This design comes from an exercise in tuning for small area and a short achievable clock period on the open sky130 flow, not from production work. In this exercise RTL edits were held to simulation tests only and were not proved equivalent to the original. Power and IR drop assume default switching activity.

==> flow/run.sh <==
#!/bin/bash
# synth_recipe.tcl (not shown) runs the flow's synth.tcl, then flattens the netlist and writes it again
# the make line also repeats each setting of config.mk as NAME=value (left out here)
make -C /OpenROAD-flow-scripts/flow DESIGN_CONFIG=/design/flow/config.mk WORK_HOME=/design/flow/orfs CLKGATE_MAP_FILE= SYNTH_SCRIPT=/design/flow/synth_recipe.tcl finish
==> flow/config.mk <==
export PLATFORM = sky130hd
export DESIGN_NAME = gshare_ras_ongorucu
export DESIGN_NICKNAME = gshare_ras_ongorucu
export VERILOG_FILES = /design/flow/design.v
export SDC_FILE = /design/flow/constraint.sdc
export NUM_CORES = 4
export LEC_CHECK = 0
export ABC_AREA = 1
export CAP_MARGIN = 20
export CORE_MARGIN = 2
export CORE_UTILIZATION = 40
export CTS_CLUSTER_DIAMETER = 80
export CTS_CLUSTER_SIZE = 24
export SETUP_SLACK_MARGIN = 2.6
export SLEW_MARGIN = 20
==> flow/constraint.sdc <==
create_clock -name core_clock -period 5.5 [get_ports {clk_g}]
set_input_delay 1.1000 -clock core_clock [delete_from_list [all_inputs] [get_ports {clk_g}]]
set_output_delay 1.1000 -clock core_clock [all_outputs]
set_load 0.01 [all_outputs]
==> flow/design.v <==
module gshare_ras_ongorucu #(
  parameter int ADR_BIT      = 32,
  parameter int BTB_DERINLIK = 32,
  parameter int GHR_BIT      = 8,
  parameter int RAS_DERINLIK = 4,
  localparam int IDX = $clog2(BTB_DERINLIK),
  localparam int RP  = $clog2(RAS_DERINLIK)
) (
  input  logic               clk_g,
  input  logic               rst_g,
  input  logic               i_gecerli,
  input  logic [ADR_BIT-1:0] i_buyruk_adresi,
  input  logic               i_is_branch,
  input  logic               i_is_jal,
  input  logic               i_is_jalr,
  input  logic               i_is_call,
  input  logic               i_is_ret,
  input  logic               i_is_comp,
  input  logic [ADR_BIT-1:0] i_jal_hedef,
  output logic               o_gecerli,
  output logic               o_buyruk_ongoru,
  output logic [ADR_BIT-1:0] o_atlanan_adres,
  output logic [GHR_BIT-1:0] o_ghr_ckpt,
  output logic [RP:0]        o_ras_ckpt,
  input  logic               i_guncelle_gecerli,
  input  logic [ADR_BIT-1:0] i_g_adres,
  input  logic               i_g_branch,
  input  logic               i_g_jalr,
  input  logic               i_g_atladi,
  input  logic [ADR_BIT-1:0] i_g_hedef,
  input  logic               i_g_yanlis,
  input  logic [GHR_BIT-1:0] i_g_ghr_ckpt,
  input  logic [RP:0]        i_g_ras_ckpt
);
  localparam logic [RP:0]   RAS_FULL = RAS_DERINLIK[RP:0];
  localparam logic [RP-1:0] PTR_ONE  = RP'(1);
  localparam logic [RP:0]   CNT_ONE  = (RP+1)'(1);
  logic [BTB_DERINLIK-1:0] ctr_hi, ctr_lo_n, btb_valid;
  logic [ADR_BIT-1:0] btb_target [BTB_DERINLIK];
  logic [GHR_BIT-1:0] ghr;
  logic [ADR_BIT-1:0] ras        [RAS_DERINLIK];
  logic [RAS_DERINLIK-1:0] ras_wr;
  logic [RP-1:0]      ras_ptr;
  logic [RP:0]        ras_cnt;
  logic [IDX-1:0]     p_idx, u_idx;
  logic [ADR_BIT-1:0] fall_thru, p_target, ras_top, other_tgt, btb_tgt;
  logic               p_taken, fire, repair, pop_ok, ras_hit, jalr_btb, btb_hit;
  logic [RP-1:0]      ptr_pop, ptr_nxt;
  logic [RP:0]        cnt_pop, cnt_nxt;
  logic [BTB_DERINLIK-1:0] p_dec, u_dec, p_sel;
  logic               unused_ok;
  assign repair    = i_guncelle_gecerli & i_g_yanlis;
  assign fire      = i_gecerli & ~repair;
  assign p_idx     = i_buyruk_adresi[IDX+1:2] ^ ghr[IDX-1:0];
  assign u_idx     = i_g_adres[IDX+1:2] ^ i_g_ghr_ckpt[IDX-1:0];
  assign fall_thru = i_buyruk_adresi + {{(ADR_BIT-3){1'b0}}, ~i_is_comp, i_is_comp, 1'b0};
  assign unused_ok = ^{i_g_adres[ADR_BIT-1:IDX+2], i_g_adres[1:0]};
  assign ras_top   = ras_wr[ras_ptr] ? ras[ras_ptr] : '0;
  assign ras_hit  = i_is_ret && ras_cnt != '0;
  assign jalr_btb = ~i_is_jal & i_is_jalr & ~ras_hit;
  always_comb begin
    for (int i = 0; i < BTB_DERINLIK; i++) begin
      p_dec[i] = (p_idx == IDX'(i));
      u_dec[i] = (u_idx == IDX'(i));
      p_sel[i] = p_dec[i] & btb_valid[i] & (i_is_branch ? ctr_hi[i] : jalr_btb);
    end
    btb_tgt = '0;
    for (int i = 0; i < BTB_DERINLIK; i++) btb_tgt = btb_tgt | ({ADR_BIT{p_sel[i]}} & btb_target[i]);
  end
  assign btb_hit = |p_sel;
  always_comb begin
    other_tgt = fall_thru;
    if (!i_is_branch) begin
      if (i_is_jal)                  other_tgt = i_jal_hedef;
      else if (i_is_jalr && ras_hit) other_tgt = ras_top;
    end
  end
  assign p_taken  = btb_hit | (~i_is_branch & (i_is_jal | (i_is_jalr & ras_hit)));
  assign p_target = btb_tgt | ({ADR_BIT{~btb_hit}} & other_tgt);
  always_comb begin
    pop_ok  = ras_hit;
    ptr_pop = pop_ok ? ras_ptr - PTR_ONE : ras_ptr;
    cnt_pop = pop_ok ? ras_cnt - CNT_ONE : ras_cnt;
    ptr_nxt = ptr_pop;
    cnt_nxt = cnt_pop;
    if (i_is_call) begin
      ptr_nxt = ptr_pop + PTR_ONE;
      if (cnt_pop != RAS_FULL) cnt_nxt = cnt_pop + CNT_ONE;
    end
  end
  always_ff @(posedge clk_g or negedge rst_g) begin
    if (!rst_g) begin
      ctr_hi    <= '0;
      ctr_lo_n  <= '0;
      btb_valid <= '0;
      ras_wr    <= '0;
      ghr       <= '0;
      ras_ptr   <= '0;
      ras_cnt   <= '0;
      o_gecerli <= 1'b0;
    end else begin
      for (int i = 0; i < BTB_DERINLIK; i++) begin
        if (i_guncelle_gecerli && i_g_branch && u_dec[i]) begin
          if (i_g_atladi) begin
            ctr_hi[i]   <= ctr_hi[i] | ~ctr_lo_n[i];
            ctr_lo_n[i] <= ~ctr_hi[i] & ~ctr_lo_n[i];
          end else begin
            ctr_hi[i]   <= ctr_hi[i] & ~ctr_lo_n[i];
            ctr_lo_n[i] <= ~ctr_hi[i] | ~ctr_lo_n[i];
          end
        end
        if (i_guncelle_gecerli && (i_g_atladi || i_g_jalr) && u_dec[i]) btb_valid[i] <= 1'b1;
      end
      if (repair) begin
        ghr     <= i_g_branch ? {i_g_ghr_ckpt[GHR_BIT-2:0], i_g_atladi} : i_g_ghr_ckpt;
        ras_ptr <= i_g_ras_ckpt[RP:1];
        ras_cnt <= i_g_ras_ckpt[0] ? RAS_FULL : '0;
      end else if (fire) begin
        if (i_is_branch) ghr <= {ghr[GHR_BIT-2:0], p_taken};
        if (i_is_call) ras_wr[ptr_nxt] <= 1'b1;
        ras_ptr <= ptr_nxt;
        ras_cnt <= cnt_nxt;
      end
      o_gecerli <= fire;
    end
  end
  always_ff @(posedge clk_g) begin
    for (int i = 0; i < BTB_DERINLIK; i++)
      if (i_guncelle_gecerli && (i_g_atladi || i_g_jalr) && u_dec[i]) btb_target[i] <= i_g_hedef;
    if (fire && i_is_call) ras[ptr_nxt] <= fall_thru;
  end
  always_ff @(posedge clk_g) begin
    o_buyruk_ongoru <= p_taken;
    o_atlanan_adres <= p_target;
    o_ghr_ckpt      <= ghr;
    o_ras_ckpt      <= {ras_ptr, ras_cnt != '0};
  end
endmodule
==> summary.md, run 1 <==
| Metric | Value |
|---|---|
| Final worst slack | `around 2.6 ns` |
| Grt ovf | `0` |
| Worst min path class | `flip-flop to flip-flop` |
| Vias | `approximately 36000` |
| Ys flop type | `edfxtp_1` |
| # DRC | `0` |
| Gr usage total | `around a quarter` |
| Antenna-violating nets left | `0` |
| Reg clk slew, reported paths | `0.09 ns` |
| Max FO, Critical Path | `24` |
| Slew HR | `a little under a quarter` |
| Finished Core Util | `47.0%` |
| Die ar. | `between 100000 and 150000 µm²` |
| Mean post-synth cell area | `11.9 µm²` |
| Startpoint Class | `primary input` |
| Largest net degree at the start of global routing | `83` |
| Worst-Skew Late Latency | `0.69 ns` |
| Setup Total Neg Slack | `0 ns` |
| Placed cell area | `56600 µm²` |
| CTS Root Cell | `clkbuf_16` |
| 1st-pass router iterations | `6` |
| Slew at the pin closest to its max-slew limit | `about 1.1 ns` |
| Post-DP HPWL | `just under 100 mm` |
| Status | `complete, no violations` |
| Sequential share of the synthesized area | `around three quarters` |
| Cell area after layout | `slightly above 60000 µm²` |
| CTS tree | `done` |
| Worst setup path category | `primary input to flip-flop` |
| Leak Pwr | `around 21 nW` |
| Vias in the first global route | `~33000` |
| Worst endpoint required time | `~6 ns` |
| Post-DR wirelength/cell | `~28 µm` |
| Post-synthesis mux area share | `less than 1%` |
| Simple-gate portion of the synthesized area | `between 10% and 20%` |
| Post-Synth Adder-Cell Area | `less than 1%` |
| Post-synth EDFFs | `between 1000 and 1500` |
| Max-cap check violation count | `0` |
| Synth Area in Compound Gates | `roughly 3.4%` |
| Pwr/cell area | `around 330 nW/µm²` |
| Initial antenna violation count | `11` |
| Async SR Flop Fraction | `8.70%` |
| Setup Viol. Count Final | `0` |
| Ports | `just under 200` |
| Mapped cell area | `about 52000 µm²` |
| Port buffer count | `between 150 and 200` |
| CTS sink cnt | `around 1300` |
| Clock Path Buffers | `3` |
| Core ar. | `approximately 130000 µm²` |
| First-pass GRT wire length | `between 200 and 250 mm` |
| Yosys cell types | `47` |
| Pre-CTS setup slack | `~0.86 ns` |
| Most frequent CP cell | `nand2_1` |
| Inserted Clock Buffers | `between 60 and 70` |
| Avg Vias per Cell | `5.65` |
| Pwr Total | `about 20 mW` |
| Worst-path cell chain | `clkdlybuf4s50_1, inv_1, nor2_4, nand2_8, nand2_8, nand3_1, bufinv_16, buf_4, nand2_1, nand4_1, nor2_1, nand2_1, nor2_2, nand2_1` |
| Post-CTS Hold Buffers | `0` |
| Post-synthesis instance total | `between 4000 and 5000` |
| Max H-tree Level | `3` |
| Worst path slowest cell | `clkdlybuf4s50_1` |
| Unrepaired setup endpoints after global routing | `true` |
| CP Capture Type | `flip-flop` |
| Die width | `about 360 µm` |
| Peak VDD IR | `about 200 µV` |
| Max Clock Skew | `~0.042 ns` |
| WP data arrival | `~3.4 ns` |
| Row Count | `approximately 130` |
| Final hold violation count | `0` |
| Area Overhead vs Synth | `17.1%` |
| Post-Synth XOR/XNOR Area | `less than 1%` |
| Drt total wl | `around 180 mm` |
| Largest family of logic cells by synthesized area | `simple AND/OR/NAND/NOR gates` |
| Fmax | `between 300 and 400 MHz` |
| Slew Viols, Final | `0` |
| Gpl congestion | `between 0.8 and 0.9` |
| Starting Density | `about two fifths` |
| Initial drt markers | `between 5000 and 6000` |
| Tcrit/Tclk final | `approximately 53%` |
| Syn_nets | `4500` |
| Slowest stage delay, CP | `~0.40 ns` |
| Yosys Warn Count | `2` |
| Total Nets Final | `4765` |
| Die height | `about 360 µm` |
| Share of layout cells above drive strength 1 | `12.0%` |
| Flops & latches, synth | `between 1000 and 1500` |
| Crit path time final | `2.90 ns` |
[routing by layer]
metal	track usage [%]	vias to the layer above	share of wire (%)
li1	-	15700	-
met5	0	-	0.026
met3	5.14	408	11
met2	42.4	2209	46
met1	35.3	17800	38
met4	8.89	6	4.3
[state kept, by name (all words and copies together), names as in the netlist]
signal / cells
ras_cnt: 3
ctr_lo_n: 32
btb_target: 1024
o_atlanan_adres: 32
ras_ptr: 2
o_ghr_ckpt: 8
o_ras_ckpt: 3
o_buyruk_ongoru: 1
ras: 128
ras_wr: 4
ghr: 8
o_gecerli: 1
btb_valid: 32
ctr_hi: 32
[layout by cell type, fill, tap and decap left out, types with 6 or more instances in the layout]
master           Yosys  final
a21oi_1             69     69
buf_12               0     34
buf_2               88     12
buf_4                1    116
buf_6                4     31
buf_8                0      8
bufinv_16            0      9
clkbuf_1            81     16
clkbuf_16            0     70
clkdlybuf4s50_1      0    145
clkinv_8             0     11
clkinvlp_4           0      6
dfrtp_1            114    113
dfxtp_1             44     44
edfxtp_1          1152   1152
inv_1              154    118
inv_2               15     14
inv_6                0     21
nand2_1           1418   1392
nand2_2              1     14
nand2_4              0     11
nand3_1            116     92
nand3_2              4     16
nand3_4              0     12
nand4_1            288    288
nor2_1             396    335
nor2_2               1     23
nor2_4               0     39
nor3_1              26     26
nor4_4               0     19
o211ai_1            16     16
o21ai_0            156    143
o21ai_1              2     12
o22ai_1             38     38
o31ai_1             24     24
or2_2               40     40
xnor2_4              0      6
xor2_1              19     18
[stage by stage]
step           hold slack [ns]  std cells
2_1_floorplan            0.342       4340
3_3_place_gp             0.360       6206
3_5_place_dp             0.370       6206
4_1_cts                  0.393       6355
5_1_grt                  0.411       6379
6_report                 0.387       6384
[critical path: cells and delay by family]
kind	cells	cell delay [ns]
AND/OR/NAND/NOR	10	1.28
buffers and inverters	4	0.99
[cell families after synthesis]
| family | Yosys count |
|---|---|
| and+or+nand+nor | 2319 |
| AOI/OAI and AO/OA | 317 |
| DFF | 1310 |
| xor gates and xnor gates | 31 |
| adders and majority gates | 7 |
| buffers and inverters | 353 |
| muxes | 3 |
[Yosys cell counts, types with 5 or more instances]
| cell | instances | area [µm²] |
|---|---|---|
| a21oi_1 | 69 | 345 |
| buf_1 | 5 | 18.8 |
| clkinv_1 | 5 | 18.8 |
| buf_2 | 88 | 440 |
| nor4_1 | 23 | 144 |
| xor2_1 | 19 | 166 |
| o21ai_0 | 156 | 781 |
| o31ai_1 | 24 | 180 |
| nand3_1 | 116 | 581 |
| dfxtp_1 | 44 | 881 |
| nand2_1 | 1418 | 5320 |
| xnor2_1 | 10 | 87.6 |
| o22ai_1 | 38 | 238 |
| ha_1 | 6 | 75.1 |
| dfrtp_1 | 114 | 2850 |
| nor3_1 | 26 | 130 |
| inv_2 | 15 | 56.3 |
| inv_1 | 154 | 578 |
| nand4_1 | 288 | 1800 |
| edfxtp_1 | 1152 | 34600 |
| nor2_1 | 396 | 1490 |
| clkbuf_1 | 81 | 304 |
| or2_2 | 40 | 250 |
| o211ai_1 | 16 | 120 |
[power by group]
group	total (mW)	internal (mW)	leakage [nW]	switching (mW)
sequential	11.7	11.4	12.2	0.295
combinational	2.89	0.999	8.09	1.89
clock	5.62	2.41	0.961	3.21
total	20.2	14.8	21.2	5.40
[what timing repair did]
item,CTS,global route
buffers inserted,40,16
pin swaps,18,12
setup endpoints to repair,1000,394
gates cloned,8,8
resized for setup,263,118
[path summary, 6_finish.rpt]
kind	start	end	slack (ns)	depth (start not counted)
min	ghr[7]	o_ghr_ckpt[7]	0.39	0
max in group asynchronous	rst_g	btb_valid[25]	4.05	2
max reg2reg	ras_cnt[0]	o_atlanan_adres[0]	2.69	15
min reg2reg	ghr[7]	o_ghr_ckpt[7]	0.39	0
max	i_is_jalr	o_atlanan_adres[0]	2.60	14
min in group asynchronous	rst_g	ras_ptr[1]	0.46	1
[layout make-up]
| cell class | instances | area [µm²] |
|---|---|---|
| flip-flops and latches | 1310 | 38300 |
| clock inverters | 16 | 198 |
| clock buffers | 85 | 1790 |
| diodes | 5 | 12.5 |
| well taps | 1742 | 2180 |
| inverters | 174 | 1140 |
| repair inverters | 12 | 100 |
| repair buffers | 362 | 3760 |
| multi-input cells | 2678 | 13200 |
| fillers | 11400 | 68300 |
==> run 2, diff against run 1 <==
--- a/flow/design.v
+++ b/flow/design.v
@@ -43,7 +43,8 @@
   logic [RP-1:0]      ras_ptr;
   logic [RP:0]        ras_cnt;
   logic [IDX-1:0]     p_idx, u_idx;
-  logic [ADR_BIT-1:0] fall_thru, p_target, ras_top, other_tgt, btb_tgt;
+  logic [ADR_BIT-1:0] fall_thru, ras_top, other_tgt, btb_tgt;
+  logic [ADR_BIT-1:0] r_btb_tgt, r_other_tgt;
   logic               p_taken, fire, repair, pop_ok, ras_hit, jalr_btb, btb_hit;
   logic [RP-1:0]      ptr_pop, ptr_nxt;
   logic [RP:0]        cnt_pop, cnt_nxt;
@@ -76,7 +77,7 @@
     end
   end
   assign p_taken  = btb_hit | (~i_is_branch & (i_is_jal | (i_is_jalr & ras_hit)));
-  assign p_target = btb_tgt | ({ADR_BIT{~btb_hit}} & other_tgt);
+  assign o_atlanan_adres = r_btb_tgt | r_other_tgt;
   always_comb begin
     pop_ok  = ras_hit;
     ptr_pop = pop_ok ? ras_ptr - PTR_ONE : ras_ptr;
@@ -131,7 +132,8 @@
   end
   always_ff @(posedge clk_g) begin
     o_buyruk_ongoru <= p_taken;
-    o_atlanan_adres <= p_target;
+    r_btb_tgt       <= btb_tgt;
+    r_other_tgt     <= {ADR_BIT{~btb_hit}} & other_tgt;
     o_ghr_ckpt      <= ghr;
     o_ras_ckpt      <= {ras_ptr, ras_cnt != '0};
   end
--- a/flow/config.mk
+++ b/flow/config.mk
@@ -11,5 +11,5 @@
 export CORE_UTILIZATION = 40
 export CTS_CLUSTER_DIAMETER = 80
 export CTS_CLUSTER_SIZE = 24
-export SETUP_SLACK_MARGIN = 2.6
+export SETUP_SLACK_MARGIN = 2.7
 export SLEW_MARGIN = 20
==> run 2 against run 1 <==
  * Still clean on timing, DRC and antenna
  * Count of clock-buffer cells in the layout rose by 25
  * Hold slack got worse by 0.0012 ns
  * Maximum frequency rose by 2.9%
  * Critical endpoint is now btb_target[31][22]
  * Highest routed layer unchanged
==> summary.md, run 2 <==
| Metric | Value |
|---|---|
| CTS tree | `done (unchanged)` |
| Avg Vias per Cell | `5.41 (was 5.65)` |
| Max FFs per register | `1024 (unchanged)` |
| Setup Total Neg Slack | `0 ns (unchanged)` |
| Tcrit/Tclk final | `51.3% (was 52.8%)` |
| # DRC | `0 (unchanged)` |
| Post-synthesis instance total | `4793 (was 4340)` |
| Die ar. | `140000 µm² (was 132000 µm²)` |
| Syn_nets | `4953 (was 4500)` |
| Worst Path Buf+Inv | `4 (unchanged)` |
| Yosys cell types | `46 (was 47)` |
| Inserted Clock Buffers | `71 (was 67)` |
| Max-cap check violation count | `0 (unchanged)` |
| Vias | `37100 (was 36100)` |
| Mapped cell area | `54700 µm² (was 51800 µm²)` |
| CTS sink cnt | `1342 (was 1310)` |
| Gpl congestion | `0.862 (was 0.889)` |
| Cell area after layout | `63800 µm² (was 60700 µm²)` |
| Fmax | `354 MHz (was 344 MHz)` |
| Sequential share of the synthesized area | `71.3% (was 74.0%)` |
| 1st-pass router iterations | `6 (unchanged)` |
| Worst endpoint required time | `5.86 ns (was 6.04 ns)` |
| Slew Viols, Final | `0 (unchanged)` |
| Pint | `15.5 mW (was 14.8 mW)` |
| Worst-path cell chain | `clkdlybuf4s50_1, xnor2_4, inv_2, nand2_8, nor4_4, buf_6, buf_8 (was clkdlybuf4s50_1, inv_1, nor2_4, nand2_8, nand2_8, nand3_1, bufinv_16, buf_4, nand2_1, nand4_1, nor2_1, nand2_1, nor2_2, nand2_1)` |
| Post-CTS Hold Buffers | `0 (unchanged)` |
| Slew HR | `27.0% (was 23.7%)` |
| Area Overhead vs Synth | `16.7% (was 17.1%)` |
| Peak VDD IR | `268 µV (was 199 µV)` |
| Reg clk slew, reported paths | `0.10 ns (was 0.09 ns)` |
| Die height | `374 µm (was 364 µm)` |
| Core ar. | `136000 µm² (was 129000 µm²)` |
| Worst min path class | `primary input to async pin (was flip-flop to flip-flop)` |
| Max Clock Skew | `0.0442 ns (was 0.0421 ns)` |
| Leading cell type in the layout, fill and taps excluded | `edfxtp_1 (was nand2_1)` |
| Ports | `198 (unchanged)` |
| Drt total wl | `179 mm (was 180 mm)` |
| Slew at the pin closest to its max-slew limit | `1.09 ns (was 1.14 ns)` |
| Initial drt markers | `4759 (was 5453)` |
| R2R cell count | `16 (was 15)` |
| Ys flop type | `edfxtp_1 (unchanged)` |
| Post-DP HPWL | `92.3 mm (was 97.0 mm)` |
| Final hold violation count | `0 (unchanged)` |
| Setup Viol. Count Final | `0 (unchanged)` |
| Share of layout cells above drive strength 1 | `10.7% (was 12.0%)` |
| Flops & latches, synth | `1342 (was 1310)` |
| Die width | `374 µm (was 364 µm)` |
| Share of the synthesized area in the top cell type | `63.3% (was 66.8%)` |
| Antenna-violating nets left | `0 (unchanged)` |
| Largest area contributor in the netlist | `edfxtp_1 (unchanged)` |
| Slowest stage delay, CP | `0.53 ns (was 0.40 ns)` |
| Post-route insts no fill | `6856 (was 6384)` |
| Worst setup path category | `primary input to flip-flop (unchanged)` |
| Yosys Warn Count | `2 (unchanged)` |
| Switching Power | `5.61 mW (was 5.40 mW)` |
| Total Nets Final | `5178 (was 4765)` |
| Port buffer count | `170 (unchanged)` |
| Initial antenna violation count | `16 (was 11)` |
| Startpoint Class | `primary input (unchanged)` |
| Cells taking the most area after synthesis | `edfxtp_1, inv_1, o22ai_1 (was edfxtp_1, nand2_1, dfrtp_1)` |
| Comb pwr share | `13.7% (was 14.3%)` |
| Worst-Skew Late Latency | `0.68 ns (was 0.69 ns)` |
| Cell family with most CP delay | `buffers and inverters (was simple AND/OR/NAND/NOR gates)` |
| Max H-tree Level | `3 (unchanged)` |
| Placed Cells | `6671 (was 6206)` |
| Status | `complete, no violations (unchanged)` |
| WP data arrival | `3.18 ns (was 3.44 ns)` |
| Pwr/cell area | `330 nW/µm² (was 333 nW/µm²)` |
| Crit. path cell count | `7 (was 14)` |
| Worst path slowest cell | `clkdlybuf4s50_1 (unchanged)` |
| Mean post-synth cell area | `11.4 µm² (was 11.9 µm²)` |
| Part of the power in registers | `57.3% (was 57.9%)` |
| CP Capture Type | `flip-flop (unchanged)` |
| Crit path time final | `2.82 ns (was 2.90 ns)` |
| Biggest register | `btb_target (unchanged)` |
| Row Count | `135 (was 132)` |
| Post-DR wirelength/cell | `26.1 µm (was 28.2 µm)` |
| CTS Root Cell | `clkbuf_16 (unchanged)` |
| List of most frequent post-synthesis cells | `edfxtp_1, inv_1, nor2_1 (was nand2_1, edfxtp_1, nor2_1)` |
| Clock power frac | `29.1% (was 27.8%)` |
| First-pass GRT wire length | `249 mm (was 245 mm)` |
| Grt ovf | `0 (unchanged)` |
| Net Sw Frac | `26.6% (was 26.7%)` |
| Count leader, synth | `edfxtp_1 (was nand2_1)` |
| Largest net degree at the start of global routing | `93 (was 83)` |
| Gr usage total | `25.0% (was 26.2%)` |
| Leak Pwr | `26.1 nW (was 21.2 nW)` |
| Placed cell area | `59600 µm² (was 56600 µm²)` |
| Commonest non-fill, non-tap cells in the layout | `edfxtp_1, inv_1, nor2_1 (was nand2_1, edfxtp_1, nor2_1)` |
| Async SR Flop Fraction | `8.49% (was 8.70%)` |
| Clock Path Buffers | `3 (unchanged)` |
| Starting Density | `40.3% (was 40.2%)` |
| Unrepaired setup endpoints after global routing | `true (unchanged)` |
| Regs by FF count | `btb_target x1024, ras x128 (unchanged)` |
| Vias in the first global route | `34000 (was 32900)` |
| Post-synth EDFFs | `1152 (unchanged)` |
| Max FO, Critical Path | `18 (was 24)` |
[run 2: cell count changes after synthesis, moves of 33 or more]
| cell | before | now |
|---|---|---|
| o21ai_0 | 156 | 189 |
| nand2_1 | 1418 | 496 |
| nor2_1 | 396 | 558 |
| nand4_1 | 288 | 14 |
| or2_2 | 40 | 76 |
| nand3_1 | 116 | 66 |
| clkbuf_1 | 81 | 154 |
| buf_2 | 88 | 6 |
| inv_1 | 154 | 1125 |
| o22ai_1 | 38 | 523 |
[run 2: final cells by class]
type,count,area (µm²)
clock inverters,18,244
flip-flops and latches,1342,39000
clock buffers,110,2030
repair inverters,3,25.0
inverters,1131,4310
multi-input cells,2153,12000
fillers,11900,71800
well taps,1781,2230
repair buffers,316,3980
diodes,2,5.00
[run 2: repair_timing]
| item | in CTS | in global routing |
|---|---|---|
| setup buffers | 28 | 7 |
| cloned | 16 | 4 |
| pin swaps | 17 | 6 |
| endpoints found under the setup margin | 1329 | 871 |
| gates resized for setup | 304 | 71 |
[run 2: worst paths after layout]
kind,to,slack (ns),from
worst max-delay path,btb_target[31][22],2.68,i_g_ghr_ckpt[1]
worst min-delay path,btb_valid[26],0.39,rst_g
worst max register to register,r_other_tgt[26],2.83,ras_cnt[1]
worst min register to register,o_ghr_ckpt[5],0.39,ghr[5]
max in group asynchronous,ghr[1],4.04,rst_g
min in group core_clock,o_ghr_ckpt[5],0.39,ghr[5]
[run 2: cells by family after synthesis]
| logic type | Yosys count | share of synthesized area, % |
|---|---|---|
| xor+xnor | 32 | 0.540 |
| simple gates | 1275 | 9.70 |
| buf+inv | 1300 | 8.98 |
| flops | 1342 | 71.3 |
| fa+ha+maj | 7 | 0.174 |
| compound gates | 837 | 9.35 |
[run 2: stage by stage]
stage | power [mW] | util (%) | worst slack [ns] | hold WS (ns)
3_3_place_gp | 14.9 | 43.9 | 1.12 | 0.361
2_1_floorplan | 13.7 | - | 2.31 | 0.345
4_1_cts | 21.0 | 46.8 | 2.50 | 0.377
3_5_place_dp | 14.9 | 43.9 | 1.13 | 0.368
5_1_grt | 21.7 | 47.0 | 2.64 | 0.412
6_report | 21.1 | 47.0 | 2.68 | 0.386
[run 2: metal layers]
metal / up-vias / wire length (µm) / global-route usage [%]
li1: 16500 / - / -
met1: 18300 / 69200 / 33.2
met2: 1925 / 85200 / 41.6
met3: 346 / 18300 / 4.42
met4: 20 / 6460 / 8.35
met5: - / 126 / 0
[run 2: worst register-to-register path, delay by kind of cell, from the launching register on]
family	cells	cell delay [ns]
buffers and inverters	4	0.55
AOI/OAI and AO/OA	1	0.24
adders and majority gates	1	0.20
and+or+nand+nor	10	1.23
DFF	1	0.35
[run 2: power groups by stage]
stage / clock network (mW) / logic [mW] / registers (mW)
final: 6.12 / 2.88 / 12.1
after CTS: 6.17 / 2.83 / 12.1
after global routing: 6.50 / 3.09 / 12.1
after floorplan: 0 / 1.55 / 12.1
after detailed placement: 0 / 2.66 / 12.3
after global placement: 0 / 2.61 / 12.3
==> run 3, diff against run 2 <==
--- a/flow/config.mk
+++ b/flow/config.mk
@@ -9,7 +9,7 @@
 export CAP_MARGIN = 20
 export CORE_MARGIN = 2
 export CORE_UTILIZATION = 40
-export CTS_CLUSTER_DIAMETER = 80
-export CTS_CLUSTER_SIZE = 24
-export SETUP_SLACK_MARGIN = 2.7
+export CTS_CLUSTER_DIAMETER = 90
+export CTS_CLUSTER_SIZE = 26
+export SETUP_SLACK_MARGIN = 3.0
 export SLEW_MARGIN = 20
==> run 3 against run 2 <==
  * Still clean on timing, DRC and antenna
  * Global-route usage is 0.070 points lower
  * Setup slack better by 0.19 ns
  * Register-to-register slack better by 0.18 ns
  * Clock skew is 0.017 ns lower
  * Die area stayed put
  * Critical endpoint is now o_atlanan_adres[1]
  * Largest cell class unchanged
==> summary.md, run 3 <==
| Metric | Value |
|---|---|
| Mapped cell area | `54700 µm² (unchanged)` |
| Regs by FF count | `btb_target x1024, ras x128 (unchanged)` |
| Slew at the pin closest to its max-slew limit | `1.12 ns (was 1.09 ns)` |
| First-pass GRT wire length | `249 mm (about the same)` |
| Clock Path Buffers | `3 (unchanged)` |
| Worst-Skew Late Latency | `0.73 ns (was 0.68 ns)` |
| Leak Pwr | `26.6 nW (was 26.1 nW)` |
| WP data arrival | `1.54 ns (was 3.18 ns)` |
| Post-synth EDFFs | `1152 (unchanged)` |
| Port buffer count | `170 (unchanged)` |
| Row Count | `135 (unchanged)` |
| List of most frequent post-synthesis cells | `edfxtp_1, inv_1, nor2_1 (unchanged)` |
| Initial antenna violation count | `11 (was 16)` |
| Vias | `37500 (was 37100)` |
| Tcrit/Tclk final | `47.9% (was 51.3%)` |
| Max FO, Critical Path | `1 (was 18)` |
| Final hold violation count | `0 (unchanged)` |
| Max-cap check violation count | `0 (unchanged)` |
| Reg clk slew, reported paths | `0.11 ns (was 0.10 ns)` |
| Finished Core Util | `48.1% (was 47.0%)` |
| Post-DR wirelength/cell | `27.1 µm (was 26.1 µm)` |
| Count leader, synth | `edfxtp_1 (unchanged)` |
| Peak VDD IR | `244 µV (was 268 µV)` |
| Gpl congestion | `0.862 (about the same)` |
| 1st-pass router iterations | `6 (unchanged)` |
| Core ar. | `136000 µm² (unchanged)` |
| Largest net degree at the start of global routing | `93 (unchanged)` |
| Worst-path cell chain | `or2_4, buf_6 (was clkdlybuf4s50_1, xnor2_4, inv_2, nand2_8, nor4_4, buf_6, buf_8)` |
| Slowest stage delay, CP | `0.38 ns (was 0.53 ns)` |
| Mean post-synth cell area | `11.4 µm² (unchanged)` |
| Cells taking the most area after synthesis | `edfxtp_1, inv_1, o22ai_1 (unchanged)` |
| Worst min path class | `flip-flop to flip-flop (was primary input to async pin)` |
| CTS sink cnt | `1342 (unchanged)` |
| Yosys cell types | `46 (unchanged)` |
| Hold Path Depth | `0` |
| Inserted Clock Buffers | `59 (was 71)` |
| Commonest non-fill, non-tap cells in the layout | `edfxtp_1, inv_1, o22ai_1 (was edfxtp_1, inv_1, nor2_1)` |
| Max Clock Skew | `0.0275 ns (was 0.0442 ns)` |
| # DRC | `0 (unchanged)` |
| Area Overhead vs Synth | `19.3% (was 16.7%)` |
| R2R cell count | `16 (unchanged)` |
| Die ar. | `140000 µm² (unchanged)` |
| Starting Density | `40.3% (unchanged)` |
| Max H-tree Level | `2 (was 3)` |
| Async SR Flop Fraction | `8.49% (unchanged)` |
| Largest area contributor in the netlist | `edfxtp_1 (unchanged)` |
| Worst path slowest cell | `dfxtp_2 (was clkdlybuf4s50_1)` |
| Share of layout cells above drive strength 1 | `13.8% (was 10.7%)` |
| Flops & latches, synth | `1342 (unchanged)` |
| Fill count | `11800 (was 11900)` |
| Vias in the first global route | `34100 (was 34000)` |
| Ports | `198 (unchanged)` |
| Gr usage total | `24.9% (was 25.0%)` |
| Pwr/cell area | `317 nW/µm² (was 330 nW/µm²)` |
| CP Capture Type | `output pin (was flip-flop)` |
| Setup Total Neg Slack | `0 ns (unchanged)` |
| Setup Viol. Count Final | `0 (unchanged)` |
| Fmax | `379 MHz (was 354 MHz)` |
| Status | `complete, no violations (unchanged)` |
| CTS Root Cell | `clkbuf_16 (unchanged)` |
| Ys flop type | `edfxtp_1 (unchanged)` |
| Die width | `374 µm (unchanged)` |
| Grt ovf | `0 (unchanged)` |
| Unrepaired setup endpoints after global routing | `true (unchanged)` |
| Post-DP HPWL | `91.2 mm (was 92.3 mm)` |
| Die height | `374 µm (unchanged)` |
| Drt total wl | `187 mm (was 179 mm)` |
| Syn_nets | `4953 (unchanged)` |
| Slew HR | `24.8% (was 27.0%)` |
| Post-synthesis instance total | `4793 (unchanged)` |
| CTS tree | `done (unchanged)` |
| Yosys Warn Count | `2 (unchanged)` |
| Crit path time final | `2.64 ns (was 2.82 ns)` |
| Slew Viols, Final | `0 (unchanged)` |
| Sequential share of the synthesized area | `71.3% (unchanged)` |
| Max FFs per register | `1024 (unchanged)` |
| Leading cell type in the layout, fill and taps excluded | `edfxtp_1 (unchanged)` |
| Avg Vias per Cell | `5.42 (was 5.41)` |
| Biggest register | `btb_target (unchanged)` |
| Total Nets Final | `5239 (was 5178)` |
| Startpoint Class | `flip-flop (was primary input)` |
| Antenna-violating nets left | `0 (unchanged)` |
| Share of the synthesized area in the top cell type | `63.3% (unchanged)` |
| Worst endpoint required time | `4.40 ns (was 5.86 ns)` |
| Initial drt markers | `5035 (was 4759)` |
| Worst setup path category | `flip-flop to output pin (was primary input to flip-flop)` |
[run 3: cell count changes in the layout (fill, tap and decap cells not counted), moves of 17 or more]
cell | before | now
nand2_1 | 477 | 459
buf_12 | 61 | 79
dfxtp_1 | 57 | 40
clkdlybuf4s50_1 | 108 | 84
o21ai_0 | 175 | 158
buf_6 | 17 | 56
or2_4 | 8 | 35
or2_2 | 68 | 41
nor2_1 | 532 | 509
buf_4 | 34 | 63
[run 3: final timing paths]
| check | from | to | slack, ns |
|---|---|---|---|
| max | r_btb_tgt[1] | o_atlanan_adres[1] | 2.86 |
| min | ghr[5] | o_ghr_ckpt[5] | 0.39 |
| max reg2reg | ras_cnt[1] | r_other_tgt[26] | 3.01 |
| min in group asynchronous | rst_g | btb_valid[20] | 0.41 |
| max in group asynchronous | rst_g | btb_valid[6] | 4.06 |
| min reg2reg | ghr[5] | o_ghr_ckpt[5] | 0.39 |
[run 3: layer usage]
| metal | vias up | track usage [%] | wire length [µm] |
|---|---|---|---|
| li1 | 16600 | - | - |
| met1 | 18400 | 33.3 | 71300 |
| met2 | 2051 | 40.8 | 87900 |
| met3 | 366 | 4.35 | 19900 |
| met4 | 10 | 9.22 | 8240 |
| met5 | - | 0 | 65 |
[run 3: cells by family after synthesis]
family,after synthesis,synth area share [%]
flip-flops,1342,71.3
AO/OA/AOI/OAI,837,9.35
AND/OR/NAND/NOR,1275,9.70
adder cells (fa/ha/maj),7,0.174
XOR/XNOR,32,0.540
buffers and inverters,1300,8.98
[run 3: power by group]
part           total, mW  switching (mW)  internal [mW]
sequential          12.1           0.387           11.7
combinational       3.16            1.97           1.20
clock               5.45            3.23           2.22
total               20.7            5.58           15.1
[run 3: area by class of cell]
type	instances	area [µm²]	area share (%)
diodes	5	12.5	0.0192
clock buffers	101	1680	2.57
clock inverters	9	154	0.236
inverters	1131	4310	6.60
multi-input cells	2157	12600	19.2
flip-flops and latches	1342	39100	59.9
well taps	1781	2230	3.41
repair buffers	385	5230	8.02
repair inverters	3	25.0	0.0383
[run 3: repair_timing]
action	4_1_cts	5_1_grt
setup buffers	47	44
hold buffers	0	0
gates cloned	22	19
setup endpoints to repair	1434	418
pin swaps	37	42
resized for setup	572	147
[run 3: stage by stage]
stage               instance area, µm²  setup slack, ns  power [mW]  cells  hold slack [ns]
floorplan                        55800             2.31        13.7   4793            0.345
global placement                 59600             1.19        14.9   6667            0.364
detailed placement               59600             1.21        14.9   6667            0.362
CTS                              63700             2.83        20.5   6846            0.393
global route                     65200             2.85        21.4   6910            0.404
finish                           65300             2.86        20.7   6914            0.390
[run 3: critical path: cells and delay by family, from the launching register on]
family / cells / cell delay, ns
buffers and inverters: 1 / 0.13
flip-flops: 1 / 0.38
AND/OR/NAND/NOR: 1 / 0.29
==> run 4, diff against run 3 <==
--- a/flow/config.mk
+++ b/flow/config.mk
@@ -11,5 +11,5 @@
 export CORE_UTILIZATION = 40
 export CTS_CLUSTER_DIAMETER = 90
 export CTS_CLUSTER_SIZE = 26
-export SETUP_SLACK_MARGIN = 3.0
+export SETUP_SLACK_MARGIN = 2.8
 export SLEW_MARGIN = 20
==> run 4 against run 3 <==
  * Core utilization down 1.6 points
  * Power fell by 1.7%
  * Clock power barely moved
  * Synthesized cell count is the same
  * Die area stayed put
  * Combinational power decreased by 12%
  * Wire length down 7.5%
  * Count of clock-buffer cells in the layout is 1 higher
  * Sequential share of layout area rose by 2.0 points
  * Highest routed layer unchanged
  * Clock skew is 0.017 ns higher
==> summary.md, run 4 <==
| Metric | Value |
|---|---|
| Worst endpoint required time | `5.89 ns (was 4.40 ns)` |
| Crit path time final | `2.74 ns (was 2.64 ns)` |
| Cell area after layout | `63100 µm² (was 65300 µm²)` |
| Slowest stage delay, CP | `0.50 ns (was 0.38 ns)` |
| Setup Viol. Count Final | `0 (unchanged)` |
| Gr usage total | `23.9% (was 24.9%)` |
| Placed cell area | `59500 µm² (was 59600 µm²)` |
| Slew HR | `23.8% (was 24.8%)` |
| Ports | `198 (unchanged)` |
| Met2 Use GR | `39.1% (was 40.8%)` |
| Max FFs per register | `1024 (unchanged)` |
| Initial drt markers | `5163 (was 5035)` |
| Vias in the first global route | `33300 (was 34100)` |
| Share of layout cells above drive strength 1 | `11.1% (was 13.8%)` |
| Post-DP HPWL | `90.3 mm (was 91.2 mm)` |
| Inserted Clock Buffers | `61 (was 59)` |
| Crit Reg-Reg Startpoint | `ras_cnt[1] (unchanged)` |
| Syn_nets | `4953 (unchanged)` |
| Biggest register | `btb_target (unchanged)` |
| Max Clock Skew | `0.0444 ns (was 0.0275 ns)` |
| Count leader, synth | `edfxtp_1 (unchanged)` |
| CTS Root Cell | `clkbuf_16 (unchanged)` |
| Hold path startpoint | `ghr[5] (unchanged)` |
| Post-route insts no fill | `6840 (was 6914)` |
| Leading cell type in the layout, fill and taps excluded | `edfxtp_1 (unchanged)` |
| Busiest grt layer | `met2 (unchanged)` |
| Post-synthesis instance total | `4793 (unchanged)` |
| Worst min path class | `flip-flop to flip-flop (unchanged)` |
| Die height | `374 µm (unchanged)` |
| Setup Total Neg Slack | `0 ns (unchanged)` |
| Cells taking the most area after synthesis | `edfxtp_1, inv_1, o22ai_1 (unchanged)` |
| CP Capture Type | `flip-flop (was output pin)` |
| CTS sink cnt | `1342 (unchanged)` |
| Largest area contributor in the netlist | `edfxtp_1 (unchanged)` |
| Post-synth EDFFs | `1152 (unchanged)` |
| Row Count | `135 (unchanged)` |
| Avg Vias per Cell | `5.35 (was 5.42)` |
| Tcrit/Tclk final | `49.7% (was 47.9%)` |
| Max H-tree Level | `2 (unchanged)` |
| Share of the synthesized area in the top cell type | `63.3% (unchanged)` |
| Antenna-violating nets left | `0 (unchanged)` |
| Clock Path Buffers | `3 (unchanged)` |
| Pwr/cell area | `323 nW/µm² (was 317 nW/µm²)` |
| M1 GR Usage | `33.3% (about the same)` |
| Total Nets Final | `5166 (was 5239)` |
| Flops & latches, synth | `1342 (unchanged)` |
| Starting Density | `40.3% (unchanged)` |
| Status | `complete, no violations (unchanged)` |
| Final hold violation count | `0 (unchanged)` |
| Worst-Skew Late Latency | `0.73 ns (about the same)` |
| Port buffer count | `170 (unchanged)` |
| Commonest non-fill, non-tap cells in the layout | `edfxtp_1, inv_1, nor2_1 (was edfxtp_1, inv_1, o22ai_1)` |
| Leak Pwr | `25.7 nW (was 26.6 nW)` |
| Worst path slowest cell | `clkdlybuf4s50_1 (was dfxtp_2)` |
| Ys flop type | `edfxtp_1 (unchanged)` |
| Async SR Flop Fraction | `8.49% (unchanged)` |
| Area Overhead vs Synth | `15.4% (was 19.3%)` |
| Slew Viols, Final | `0 (unchanged)` |
| Largest net degree at the start of global routing | `93 (unchanged)` |
| Post-DR wirelength/cell | `25.3 µm (was 27.1 µm)` |
| Yosys Warn Count | `2 (unchanged)` |
| Unrepaired setup endpoints after global routing | `true (unchanged)` |
| 1st-pass router iterations | `6 (unchanged)` |
| Die width | `374 µm (unchanged)` |
| Peak VDD IR | `255 µV (was 244 µV)` |
| Sequential share of the synthesized area | `71.3% (unchanged)` |
| Placed Cells | `6669 (was 6667)` |
| Fmax | `366 MHz (was 379 MHz)` |
| Die ar. | `140000 µm² (unchanged)` |
| Initial antenna violation count | `13 (was 11)` |
| First-pass GRT wire length | `241 mm (was 249 mm)` |
| Max FO, Critical Path | `33 (was 1)` |
| Vias | `36600 (was 37500)` |
| Slew at the pin closest to its max-slew limit | `1.14 ns (was 1.12 ns)` |
| Worst setup path category | `primary input to flip-flop (was flip-flop to output pin)` |
| Gpl congestion | `0.883 (was 0.862)` |
| Core ar. | `136000 µm² (unchanged)` |
| Max-cap check violation count | `0 (unchanged)` |
| Regs by FF count | `btb_target x1024, ras x128 (unchanged)` |
| Grt ovf | `0 (unchanged)` |
| WP data arrival | `3.13 ns (was 1.54 ns)` |
| Mean post-synth cell area | `11.4 µm² (unchanged)` |
| # DRC | `0 (unchanged)` |
| List of most frequent post-synthesis cells | `edfxtp_1, inv_1, nor2_1 (unchanged)` |
| Startpoint Class | `primary input (was flip-flop)` |
| Crit. Startpoint | `i_g_adres[5] (was r_btb_tgt[1])` |
| Mapped cell area | `54700 µm² (unchanged)` |
| Yosys cell types | `46 (unchanged)` |
| Worst-path cell chain | `clkdlybuf4s50_1, xnor2_4, inv_1, nand2_2, nor2_1, nand2_1, nor2_4, buf_12 (was or2_4, buf_6)` |
| GR Util met3 | `3.53% (was 4.35%)` |
| CTS tree | `done (unchanged)` |
| Drt total wl | `173 mm (was 187 mm)` |
| Reg clk slew, reported paths | `0.10 ns (was 0.11 ns)` |
## run 4: cell counts after synthesis
No cell type changed its count.
## run 4: per-stage QoR
stage | setup WS [ns] | utilization, % | hold slack (ns) | power [mW]
6_report | 2.76 | 46.5 | 0.386 | 20.4
5_1_grt | 2.71 | 46.5 | 0.398 | 21.0
4_1_cts | 2.80 | 46.1 | 0.388 | 20.3
3_5_place_dp | 1.22 | 43.9 | 0.364 | 14.9
3_3_place_gp | 1.21 | 43.9 | 0.358 | 14.9
2_1_floorplan | 2.31 | - | 0.345 | 13.7
## run 4: cell type report
| type | count | area, µm² |
|---|---|---|
| multi-input combinational | 2152 | 12000 |
| clock buffer | 102 | 1720 |
| sequential | 1342 | 39100 |
| timing repair buffer | 316 | 3680 |
| clock inverter | 12 | 144 |
| fill | 12000 | 72500 |
| antenna | 2 | 5.00 |
| timing repair inverter | 2 | 16.3 |
| inverter | 1131 | 4310 |
| tap | 1781 | 2230 |
## run 4: path summary, 6_finish.rpt
path                       cells after the start                 end  slack [ns]
min reg2reg                                    0       o_ghr_ckpt[5]        0.39
min                                            0       o_ghr_ckpt[5]        0.39
max reg2reg                                   15     r_other_tgt[24]        2.85
max                                            8  btb_target[26][21]        2.76
min in group asynchronous                      1          ctr_hi[19]        0.51
max in group asynchronous                      2        btb_valid[5]        3.84
## run 4: repair_timing
action,CTS,global route
gates cloned,5,8
pin swaps,11,8
hold buffers,0,0
gates resized for setup,435,85
buffers inserted,21,21
setup endpoints to repair,1368,824
## run 4: logic make-up (layout without fill, tap and decap cells)
| group | Yosys count | after routing | share of synthesized area [%] |
|---|---|---|---|
| xor+xnor | 32 | 32 | 0.540 |
| other cells | 0 | 2 | 0 |
| fa+ha+maj | 7 | 7 | 0.174 |
| compound gates | 837 | 837 | 9.35 |
| simple gates | 1275 | 1276 | 9.70 |
| flops | 1342 | 1342 | 71.3 |
| buf+inv | 1300 | 1563 | 8.98 |
## run 4: critical path: cells and delay by family
kind,cells,cell delay (ns)
buffers and inverters,3,0.93
XOR/XNOR,1,0.20
AND/OR/NAND/NOR,4,0.84
## run 4: metal layers
| metal | vias to the layer above | routed length [µm] |
|---|---|---|
| met5 | - | 59 |
| met2 | 1751 | 81300 |
| met1 | 18100 | 70300 |
| met4 | 8 | 4890 |
| li1 | 16500 | - |
| met3 | 255 | 16900 |
## run 4: power by group
group          switching (mW)  internal, mW
combinational            1.82         0.979
clock                    3.27          2.21
sequential              0.381          11.7
==> run 5, diff against run 4 <==
--- a/flow/design.v
+++ b/flow/design.v
@@ -43,18 +43,28 @@
   logic [RP-1:0]      ras_ptr;
   logic [RP:0]        ras_cnt;
   logic [IDX-1:0]     p_idx, u_idx;
-  logic [ADR_BIT-1:0] fall_thru, ras_top, other_tgt, btb_tgt;
-  logic [ADR_BIT-1:0] r_btb_tgt, r_other_tgt;
-  logic               p_taken, fire, repair, pop_ok, ras_hit, jalr_btb, btb_hit;
+  logic [ADR_BIT-1:0] fall_thru, p_target, ras_top, other_tgt, btb_tgt;
+  logic               p_taken, fire, repair, pop_ok, ras_hit, jalr_btb, btb_hit, hit_br, hit_any;
   logic [RP-1:0]      ptr_pop, ptr_nxt;
   logic [RP:0]        cnt_pop, cnt_nxt;
-  logic [BTB_DERINLIK-1:0] p_dec, u_dec, p_sel;
+  logic [BTB_DERINLIK-1:0] p_dec, u_dec;
   logic               unused_ok;
   assign repair    = i_guncelle_gecerli & i_g_yanlis;
   assign fire      = i_gecerli & ~repair;
   assign p_idx     = i_buyruk_adresi[IDX+1:2] ^ ghr[IDX-1:0];
   assign u_idx     = i_g_adres[IDX+1:2] ^ i_g_ghr_ckpt[IDX-1:0];
-  assign fall_thru = i_buyruk_adresi + {{(ADR_BIT-3){1'b0}}, ~i_is_comp, i_is_comp, 1'b0};
+  always_comb begin
+    logic c2;
+    c2 = ~i_is_comp | i_buyruk_adresi[1];
+    fall_thru[0] = i_buyruk_adresi[0];
+    fall_thru[1] = i_buyruk_adresi[1] ^ i_is_comp;
+    for (int b = 2; b < ADR_BIT; b++) begin
+      logic ones;
+      ones = 1'b1;
+      for (int k = 2; k < b; k++) ones = ones & i_buyruk_adresi[k];
+      fall_thru[b] = i_buyruk_adresi[b] ^ (c2 & ones);
+    end
+  end
   assign unused_ok = ^{i_g_adres[ADR_BIT-1:IDX+2], i_g_adres[1:0]};
   assign ras_top   = ras_wr[ras_ptr] ? ras[ras_ptr] : '0;
   assign ras_hit  = i_is_ret && ras_cnt != '0;
@@ -63,12 +73,13 @@
     for (int i = 0; i < BTB_DERINLIK; i++) begin
       p_dec[i] = (p_idx == IDX'(i));
       u_dec[i] = (u_idx == IDX'(i));
-      p_sel[i] = p_dec[i] & btb_valid[i] & (i_is_branch ? ctr_hi[i] : jalr_btb);
     end
     btb_tgt = '0;
-    for (int i = 0; i < BTB_DERINLIK; i++) btb_tgt = btb_tgt | ({ADR_BIT{p_sel[i]}} & btb_target[i]);
+    for (int i = 0; i < BTB_DERINLIK; i++) btb_tgt = btb_tgt | ({ADR_BIT{p_dec[i]}} & btb_target[i]);
   end
-  assign btb_hit = |p_sel;
+  assign hit_br  = |(p_dec & btb_valid & ctr_hi);
+  assign hit_any = |(p_dec & btb_valid);
+  assign btb_hit = i_is_branch ? hit_br : (jalr_btb & hit_any);
   always_comb begin
     other_tgt = fall_thru;
     if (!i_is_branch) begin
@@ -77,7 +88,7 @@
     end
   end
   assign p_taken  = btb_hit | (~i_is_branch & (i_is_jal | (i_is_jalr & ras_hit)));
-  assign o_atlanan_adres = r_btb_tgt | r_other_tgt;
+  assign p_target = btb_hit ? btb_tgt : other_tgt;
   always_comb begin
     pop_ok  = ras_hit;
     ptr_pop = pop_ok ? ras_ptr - PTR_ONE : ras_ptr;
@@ -132,8 +143,7 @@
   end
   always_ff @(posedge clk_g) begin
     o_buyruk_ongoru <= p_taken;
-    r_btb_tgt       <= btb_tgt;
-    r_other_tgt     <= {ADR_BIT{~btb_hit}} & other_tgt;
+    o_atlanan_adres <= p_target;
     o_ghr_ckpt      <= ghr;
     o_ras_ckpt      <= {ras_ptr, ras_cnt != '0};
   end
==> flow/config.mk (replaced) <==
export PLATFORM = sky130hd
export DESIGN_NAME = gshare_ras_ongorucu
export DESIGN_NICKNAME = gshare_ras_ongorucu
export VERILOG_FILES = /design/flow/design.v
export SDC_FILE = /design/flow/constraint.sdc
export NUM_CORES = 4
export LEC_CHECK = 0
export CAP_MARGIN = 20
export CORE_MARGIN = 2
export CORE_UTILIZATION = 40
export CTS_BUF_LIST = sky130_fd_sc_hd__clkbuf_8
export SETUP_SLACK_MARGIN = 3.2
export SLEW_MARGIN = 20
==> run 5 against run 4 <==
  * Still clean
  * Clock power increased by 39%
  * Cell count decreased by 18%
  * Via count decreased by 5.4%
  * First-iteration DRC count increased by 3.4%
  * Critical path depth increased by 3
  * Flip-flop and latch count decreased by 32
  * Sequential share of layout area decreased by 1.2 points
  * Die area decreased by 8.1%
  * Synthesized cell count decreased by 33%
  * Critical path type is now flip-flop to flip-flop
  * Largest cell class unchanged
  * Largest power group unchanged
==> summary.md, run 5 <==
| Metric | Value |
|---|---|
| Post-synth EDFFs | `1152 (unchanged)` |
| Pwr Total | `24.4 mW (was 20.4 mW)` |
| Flops & latches, synth | `1310 (was 1342)` |
| Worst-Skew Late Latency | `0.92 ns (was 0.73 ns)` |
| Simple-gate portion of the synthesized area | `7.23% (was 9.70%)` |
| Ports | `198 (unchanged)` |
| List of most frequent post-synthesis cells | `edfxtp_1, a22oi_1, nand2_1 (was edfxtp_1, inv_1, nor2_1)` |
| Largest net degree at the start of global routing | `74 (was 93)` |
| Largest area contributor in the netlist | `edfxtp_1 (unchanged)` |
| Leak Pwr | `21.6 nW (was 25.7 nW)` |
| Part of the power in registers | `48.3% (was 59.4%)` |
| Avg Vias per Cell | `6.18 (was 5.35)` |
| Worst path slowest cell | `dfrtp_2 (was clkdlybuf4s50_1)` |
| Biggest register | `btb_target (unchanged)` |
| Async SR Flop Fraction | `8.70% (was 8.49%)` |
| Sequential share of the synthesized area | `76.4% (was 71.3%)` |
| Die height | `358 µm (was 374 µm)` |
| Final worst slack | `2.22 ns (was 2.76 ns)` |
| Leading cell type in the layout, fill and taps excluded | `edfxtp_1 (unchanged)` |
| Count leader, synth | `edfxtp_1 (unchanged)` |
| Mean post-synth cell area | `15.6 µm² (was 11.4 µm²)` |
| Inserted Clock Buffers | `205 (was 61)` |
| Port buffer count | `170 (unchanged)` |
| Switching Power | `7.20 mW (was 5.46 mW)` |
| Net Sw Frac | `29.5% (was 26.8%)` |
| Regs by FF count | `btb_target x1024, ras x128 (unchanged)` |
| Post-route insts no fill | `5606 (was 6840)` |
| Total Nets Final | `3956 (was 5166)` |
| Post-DP HPWL | `102 mm (was 90.3 mm)` |
| Comb pwr share | `20.4% (was 13.7%)` |
| Area Overhead vs Synth | `26.0% (was 15.4%)` |
| Cells taking the most area after synthesis | `edfxtp_1, a22oi_1, dfrtp_1 (was edfxtp_1, inv_1, o22ai_1)` |
| CP Capture Type | `flip-flop (unchanged)` |
| Die width | `358 µm (was 374 µm)` |
| Clock Path Buffers | `3 (unchanged)` |
| Initial antenna violation count | `13 (unchanged)` |
| Startpoint Class | `flip-flop (was primary input)` |
| Crit path time final | `3.28 ns (was 2.74 ns)` |
| Worst min path class | `primary input to async pin (was flip-flop to flip-flop)` |
| Clock power frac | `31.3% (was 26.9%)` |
| Min Hold Slack | `0.344 ns (was 0.386 ns)` |
| Slew HR | `23.6% (was 23.8%)` |
| Fmax | `304 MHz (was 366 MHz)` |
| Peak VDD IR | `241 µV (was 255 µV)` |
| Share of layout cells above drive strength 1 | `27.1% (was 11.1%)` |
| Most frequent CP cell | `buf_4` |
| Starting Density | `40.4% (was 40.3%)` |
| Ys flop type | `edfxtp_1 (unchanged)` |
| Commonest non-fill, non-tap cells in the layout | `edfxtp_1, a22oi_1, clkbuf_8 (was edfxtp_1, inv_1, nor2_1)` |
| Synth Area in Compound Gates | `11.4% (was 9.35%)` |
| Share of the synthesized area in the top cell type | `68.9% (was 63.3%)` |
| Post-synthesis mux area share | `2.38% (was 0%)` |
| CTS tree | `done (unchanged)` |
| Worst setup path category | `flip-flop to flip-flop (was primary input to flip-flop)` |
| Max FO, Critical Path | `8 (was 33)` |
| Post-synthesis instance total | `3224 (was 4793)` |
| Gr usage total | `28.2% (was 23.9%)` |
| Worst endpoint required time | `6.27 ns (was 5.89 ns)` |
| CTS Root Cell | `clkbuf_8 (was clkbuf_16)` |
| Worst-path cell chain | `xor2_4, buf_4, nand2_8, buf_16, nor2_4, buf_4, a222oi_1, nand3_1, nor3_4, o211ai_1, mux2_4 (was clkdlybuf4s50_1, xnor2_4, inv_1, nand2_2, nor2_1, nand2_1, nor2_4, buf_12)` |
| Slew at the pin closest to its max-slew limit | `1.14 ns (about the same)` |
| Die ar. | `128000 µm² (was 140000 µm²)` |
| Setup Viol. Count Final | `0 (unchanged)` |
| First-pass GRT wire length | `252 mm (was 241 mm)` |
| Max FFs per register | `1024 (unchanged)` |
| Setup Total Neg Slack | `0 ns (unchanged)` |
| Largest family of logic cells by synthesized area | `compound AO/OA/AOI/OAI gates (was simple AND/OR/NAND/NOR gates)` |
| Status | `complete, no violations (unchanged)` |
| # DRC | `0 (unchanged)` |
| Max-cap check violation count | `0 (unchanged)` |
| Initial drt markers | `5341 (was 5163)` |
| Slowest stage delay, CP | `0.50 ns (about the same)` |
| Final hold violation count | `0 (unchanged)` |
| CTS sink cnt | `1310 (was 1342)` |
| Placed Cells | `5041 (was 6669)` |
| Pint | `17.2 mW (was 14.9 mW)` |
| Max Clock Skew | `0.0404 ns (was 0.0444 ns)` |
| Drt total wl | `183 mm (was 173 mm)` |
| Post-Synth Adder-Cell Area | `0.150% (was 0.174%)` |
| Slew Viols, Final | `0 (unchanged)` |
| Yosys cell types | `65 (was 46)` |
| Pwr/cell area | `386 nW/µm² (was 323 nW/µm²)` |
| Reg clk slew, reported paths | `0.07 ns (was 0.10 ns)` |
| Unrepaired setup endpoints after global routing | `true (unchanged)` |
| Yosys Warn Count | `2 (unchanged)` |
| Pre-CTS setup slack | `0.130 ns (was 1.22 ns)` |
| Max H-tree Level | `4 (was 2)` |
| Mapped cell area | `50200 µm² (was 54700 µm²)` |
| WP data arrival | `4.06 ns (was 3.13 ns)` |
| Antenna-violating nets left | `0 (unchanged)` |
| Grt ovf | `0 (unchanged)` |
| Core ar. | `124000 µm² (was 136000 µm²)` |
| Post-CTS Hold Buffers | `0 (unchanged)` |
| Post-DR wirelength/cell | `32.7 µm (was 25.3 µm)` |
| Row Count | `129 (was 135)` |
| Post-Synth XOR/XNOR Area | `1.04% (was 0.540%)` |
| Gpl congestion | `0.858 (was 0.883)` |
| Syn_nets | `3383 (was 4953)` |
| 1st-pass router iterations | `6 (unchanged)` |
| Vias | `34600 (was 36600)` |
| Tcrit/Tclk final | `59.7% (was 49.7%)` |
| Vias in the first global route | `32800 (was 33300)` |
==> run 5: changes by cell type after synthesis, moves of 32 or more <==
cell / change
inv_1: -1112
o22ai_1: -495
a22oi_1: +414
nor2_1: -351
nand2_1: -278
a21oi_1: +108
o21ai_0: -107
nand4_1: +61
nor3_1: +44
or2_2: -39
mux4_2: +34
dfxtp_1: -32
==> run 5: repair_timing <==
action                      CTS  global route
buffers inserted            136            35
resized for setup           560            76
setup endpoints to repair  1390           522
pin swaps                    88            41
gates cloned                 11             2
==> run 5: area by class of cell <==
class / count / area (µm²)
antenna: 8 / 20.0
inverter: 13 / 60.1
timing repair inverter: 1 / 5.00
timing repair buffer: 531 / 5640
multi-input combinational: 1735 / 13300
clock inverter: 152 / 732
clock buffer: 219 / 3010
tap: 1637 / 2050
sequential: 1310 / 38400
fill: 10200 / 60900
==> run 5: layer usage <==
metal	part of all wire (%)	wire, µm	GRT usage (%)	up-vias
li1	-	-	-	14100
met4	3.8	7050	10.1	8
met3	12	22700	6.45	407
met1	38	68700	38.2	17600
met2	46	84700	44.6	2489
met5	0.028	52	0	-
==> run 5: worst paths after layout <==
check / start / end / slack [ns] / depth (start not counted)
max in group asynchronous: rst_g / ras_ptr[0] / 3.92 / 2
min: rst_g / ctr_hi[27] / 0.34 / 1
min in group core_clock: ghr[7] / o_ghr_ckpt[7] / 0.38 / 0
max: ghr[1] / o_atlanan_adres[7] / 2.22 / 11
max reg2reg: ghr[1] / o_atlanan_adres[7] / 2.22 / 11
min reg2reg: ghr[7] / o_ghr_ckpt[7] / 0.38 / 0
==> run 5: cell families after synthesis <==
logic type,Yosys count
xor+xnor,56
compound gates,826
buf+inv,183
fa+ha+maj,6
mux,73
flops,1310
simple gates,770
==> run 5: stage by stage <==
stage / instance area [µm²] / util (%)
2_1_floorplan: 51400 / -
3_3_place_gp: 56100 / 45.2
3_5_place_dp: 56100 / 45.2
4_1_cts: 62700 / 50.5
5_1_grt: 63200 / 50.9
6_report: 63200 / 51.0
==> run 5: worst max-delay path: cells and delay by family, from the launching register on <==
kind	cells	cell delay [ns]
compound gates	2	0.82
xor+xnor	1	0.22
buf+inv	3	0.52
flops	1	0.50
mux	1	0.46
simple gates	4	0.62
==> run 5: power groups by stage <==
stage / Combinational [mW] / Sequential (mW) / Clock [mW]
floorplan: 2.10 / 11.8 / 0
global placement: 4.04 / 11.9 / 0
detailed placement: 4.08 / 11.9 / 0
CTS: 4.67 / 11.8 / 7.68
global route: 5.15 / 11.8 / 8.11
finish: 4.98 / 11.8 / 7.63
==> run 6, diff against run 5 <==
--- a/flow/config.mk
+++ b/flow/config.mk
@@ -8,6 +8,5 @@
 export CAP_MARGIN = 20
 export CORE_MARGIN = 2
 export CORE_UTILIZATION = 40
-export CTS_BUF_LIST = sky130_fd_sc_hd__clkbuf_8
 export SETUP_SLACK_MARGIN = 3.2
 export SLEW_MARGIN = 20
==> run 6 against run 5 <==
  * Register-to-register slack about the same
  * Cell count decreased by 1.5%
  * Synthesized cell count did not move
  * Synthesized area unchanged
  * Critical path type is now primary input to flip-flop
  * Critical endpoint is now o_atlanan_adres[4]
==> summary.md, run 6 <==
| Metric | Value |
|---|---|
| CTS sink cnt | `1310 (unchanged)` |
| Max FFs per register | `1024 (unchanged)` |
| Leading cell type in the layout, fill and taps excluded | `edfxtp_1 (unchanged)` |
| Async SR Flop Fraction | `8.70% (unchanged)` |
| Initial drt markers | `5224 (was 5341)` |
| Count leader, synth | `edfxtp_1 (unchanged)` |
| Max H-tree Level | `4 (unchanged)` |
| First-pass GRT wire length | `250 mm (was 252 mm)` |
| Tcrit/Tclk final | `59.9% (was 59.7%)` |
| Flops & latches, synth | `1310 (unchanged)` |
| Worst-path cell chain | `buf_6, buf_6, xnor2_4, buf_6, buf_4, nand3_2, nor2_2, a22o_1, a221oi_1, a41oi_2, buf_6, buf_6, a221oi_4, buf_6, a31oi_4 (was xor2_4, buf_4, nand2_8, buf_16, nor2_4, buf_4, a222oi_1, nand3_1, nor3_4, o211ai_1, mux2_4)` |
| List of most frequent post-synthesis cells | `edfxtp_1, a22oi_1, nand2_1 (unchanged)` |
| Max FO, Critical Path | `6 (was 8)` |
| Largest net degree at the start of global routing | `74 (unchanged)` |
| Post-synthesis instance total | `3224 (unchanged)` |
| Antenna-violating nets left | `0 (unchanged)` |
| CTS Root Cell | `clkbuf_16 (was clkbuf_8)` |
| Yosys Warn Count | `2 (unchanged)` |
| Worst min path class | `flip-flop to flip-flop (was primary input to async pin)` |
| Core ar. | `124000 µm² (unchanged)` |
| Die width | `358 µm (unchanged)` |
| Sequential share of the synthesized area | `76.4% (unchanged)` |
| Ports | `198 (unchanged)` |
| Worst setup path category | `primary input to flip-flop (was flip-flop to flip-flop)` |
| Fmax | `304 MHz (about the same)` |
| Slew at the pin closest to its max-slew limit | `1.21 ns (was 1.14 ns)` |
| Die ar. | `128000 µm² (unchanged)` |
| Avg Vias per Cell | `6.24 (was 6.18)` |
| Worst-Skew Late Latency | `0.77 ns (was 0.92 ns)` |
| Leak Pwr | `21.7 nW (was 21.6 nW)` |
| Die height | `358 µm (unchanged)` |
| Largest area contributor in the netlist | `edfxtp_1 (unchanged)` |
| Worst endpoint required time | `6.10 ns (was 6.27 ns)` |
| Port buffer count | `170 (unchanged)` |
| Placed Cells | `5041 (unchanged)` |
| Vias | `34500 (was 34600)` |
| Vias in the first global route | `32300 (was 32800)` |
| Crit. Startpoint | `i_buyruk_adresi[6] (was ghr[1])` |
| Status | `complete, no violations (unchanged)` |
| Grt ovf | `0 (unchanged)` |
| Cells taking the most area after synthesis | `edfxtp_1, a22oi_1, dfrtp_1 (unchanged)` |
| Hold Path Depth | `0` |
| Row Count | `129 (unchanged)` |
| Share of the synthesized area in the top cell type | `68.9% (unchanged)` |
| Post-DR wirelength/cell | `33.3 µm (was 32.7 µm)` |
| Syn_nets | `3383 (unchanged)` |
| Worst path slowest cell | `a221oi_1 (was dfrtp_2)` |
| Post-CTS Hold Buffers | `0 (unchanged)` |
| R2R Setup Slk | `2.21 ns (was 2.22 ns)` |
| Area Overhead vs Synth | `28.1% (was 26.0%)` |
| Yosys cell types | `65 (unchanged)` |
| Reg2reg end | `o_atlanan_adres[23] (was o_atlanan_adres[7])` |
| Pwr/cell area | `398 nW/µm² (was 386 nW/µm²)` |
| # DRC | `0 (unchanged)` |
| Starting Density | `40.4% (unchanged)` |
| Hold path startpoint | `ghr[7]` |
| Slowest stage delay, CP | `0.51 ns (was 0.50 ns)` |
| Setup Viol. Count Final | `0 (unchanged)` |
| Regs by FF count | `btb_target x1024, ras x128 (unchanged)` |
| Crit Reg-Reg Startpoint | `ghr[2] (was ghr[1])` |
| Commonest non-fill, non-tap cells in the layout | `edfxtp_1, a22oi_1, buf_4 (was edfxtp_1, a22oi_1, clkbuf_8)` |
| Ys flop type | `edfxtp_1 (unchanged)` |
| Gr usage total | `28.1% (was 28.2%)` |
| Final hold violation count | `0 (unchanged)` |
| Clock Path Buffers | `3 (unchanged)` |
| Peak VDD IR | `279 µV (was 241 µV)` |
| Reg clk slew, reported paths | `0.06 ns (was 0.07 ns)` |
| Mean post-synth cell area | `15.6 µm² (unchanged)` |
| Total Nets Final | `3930 (was 3956)` |
| CP Capture Type | `flip-flop (unchanged)` |
| Post-route insts no fill | `5521 (was 5606)` |
## run 6: power breakdown
part | switching [mW] | internal (mW) | leakage, nW | total, mW
clock | 3.81 | 4.95 | 2.02 | 8.76
sequential | 0.369 | 11.4 | 12.2 | 11.8
combinational | 3.02 | 2.04 | 7.47 | 5.06
total | 7.19 | 18.4 | 21.7 | 25.6
## run 6: final cells by class
cell class / instances / area (µm²) / share of cell area (%)
antenna: 6 / 15.0 / 0.0234
multi-input combinational: 1735 / 13500 / 21.0
clock inverter: 64 / 497 / 0.773
clock buffer: 180 / 3650 / 5.68
timing repair buffer: 575 / 6140 / 9.55
timing repair inverter: 1 / 7.51 / 0.0117
sequential: 1310 / 38400 / 59.7
inverter: 13 / 60.1 / 0.0934
tap: 1637 / 2050 / 3.19
## run 6: logic make-up after synthesis
logic type      Yosys count  synth area share, %
xor+xnor                 56                 1.04
buf+inv                 183                 1.45
flops                  1310                 76.4
simple gates            770                 7.23
compound gates          826                 11.4
mux                      73                 2.38
fa+ha+maj                 6                0.150
## run 6: what timing repair did
item                                    4_1_cts  5_1_grt
gates resized for setup                     560      139
buffers inserted                            152       62
endpoints found under the setup margin     1430      789
cloned                                       13        3
pin swaps                                    66       58
## run 6: worst max path at each step
stage / end / slack, ns / cells past startpoint
2_1_floorplan: o_atlanan_adres[14] / 2.18 / 12
3_3_place_gp: o_atlanan_adres[12] / 0.24 / 10
3_5_place_dp: o_atlanan_adres[13] / 0.13 / 10
4_1_cts: o_atlanan_adres[4] / 2.32 / 12
5_1_grt: o_atlanan_adres[4] / 2.19 / 11
6_report: o_atlanan_adres[4] / 2.21 / 15
## run 6: per-stage QoR
step | hold slack, ns | setup slack, ns | utilization (%) | power [mW] | cell area (µm²)
finish | 0.397 | 2.21 | 51.8 | 25.6 | 64300
floorplan | 0.345 | 2.18 | - | 13.9 | 51400
global placement | 0.385 | 0.238 | 45.2 | 15.9 | 56100
CTS | 0.401 | 2.32 | 51.0 | 25.2 | 63300
global route | 0.408 | 2.19 | 51.8 | 26.2 | 64300
detailed placement | 0.388 | 0.130 | 45.2 | 16.0 | 56100
## run 6: layer usage
| metal | up-vias | share of wire, % | global-route usage [%] |
|---|---|---|---|
| met4 | 12 | 4.3 | 11.2 |
| met1 | 17600 | 37 | 37.9 |
| li1 | 14000 | - | - |
| met3 | 449 | 13 | 6.51 |
| met5 | - | 0.031 | 0 |
| met2 | 2397 | 46 | 44.1 |
## run 6: critical path, delay by kind of cell
kind	cells	cell delay [ns]
XOR/XNOR	1	0.18
AO/OA/AOI/OAI	5	1.37
buffers and inverters	7	1.11
AND/OR/NAND/NOR	2	0.13

Setup slack of run 6, layout unchanged: 2.205 ns with ideal ports, 2.215 ns with driving cells assumed (clock clkbuf_16, inputs buf_2), 1.420 ns with port delays also shifted by the 0.829 ns mid clock arrival.
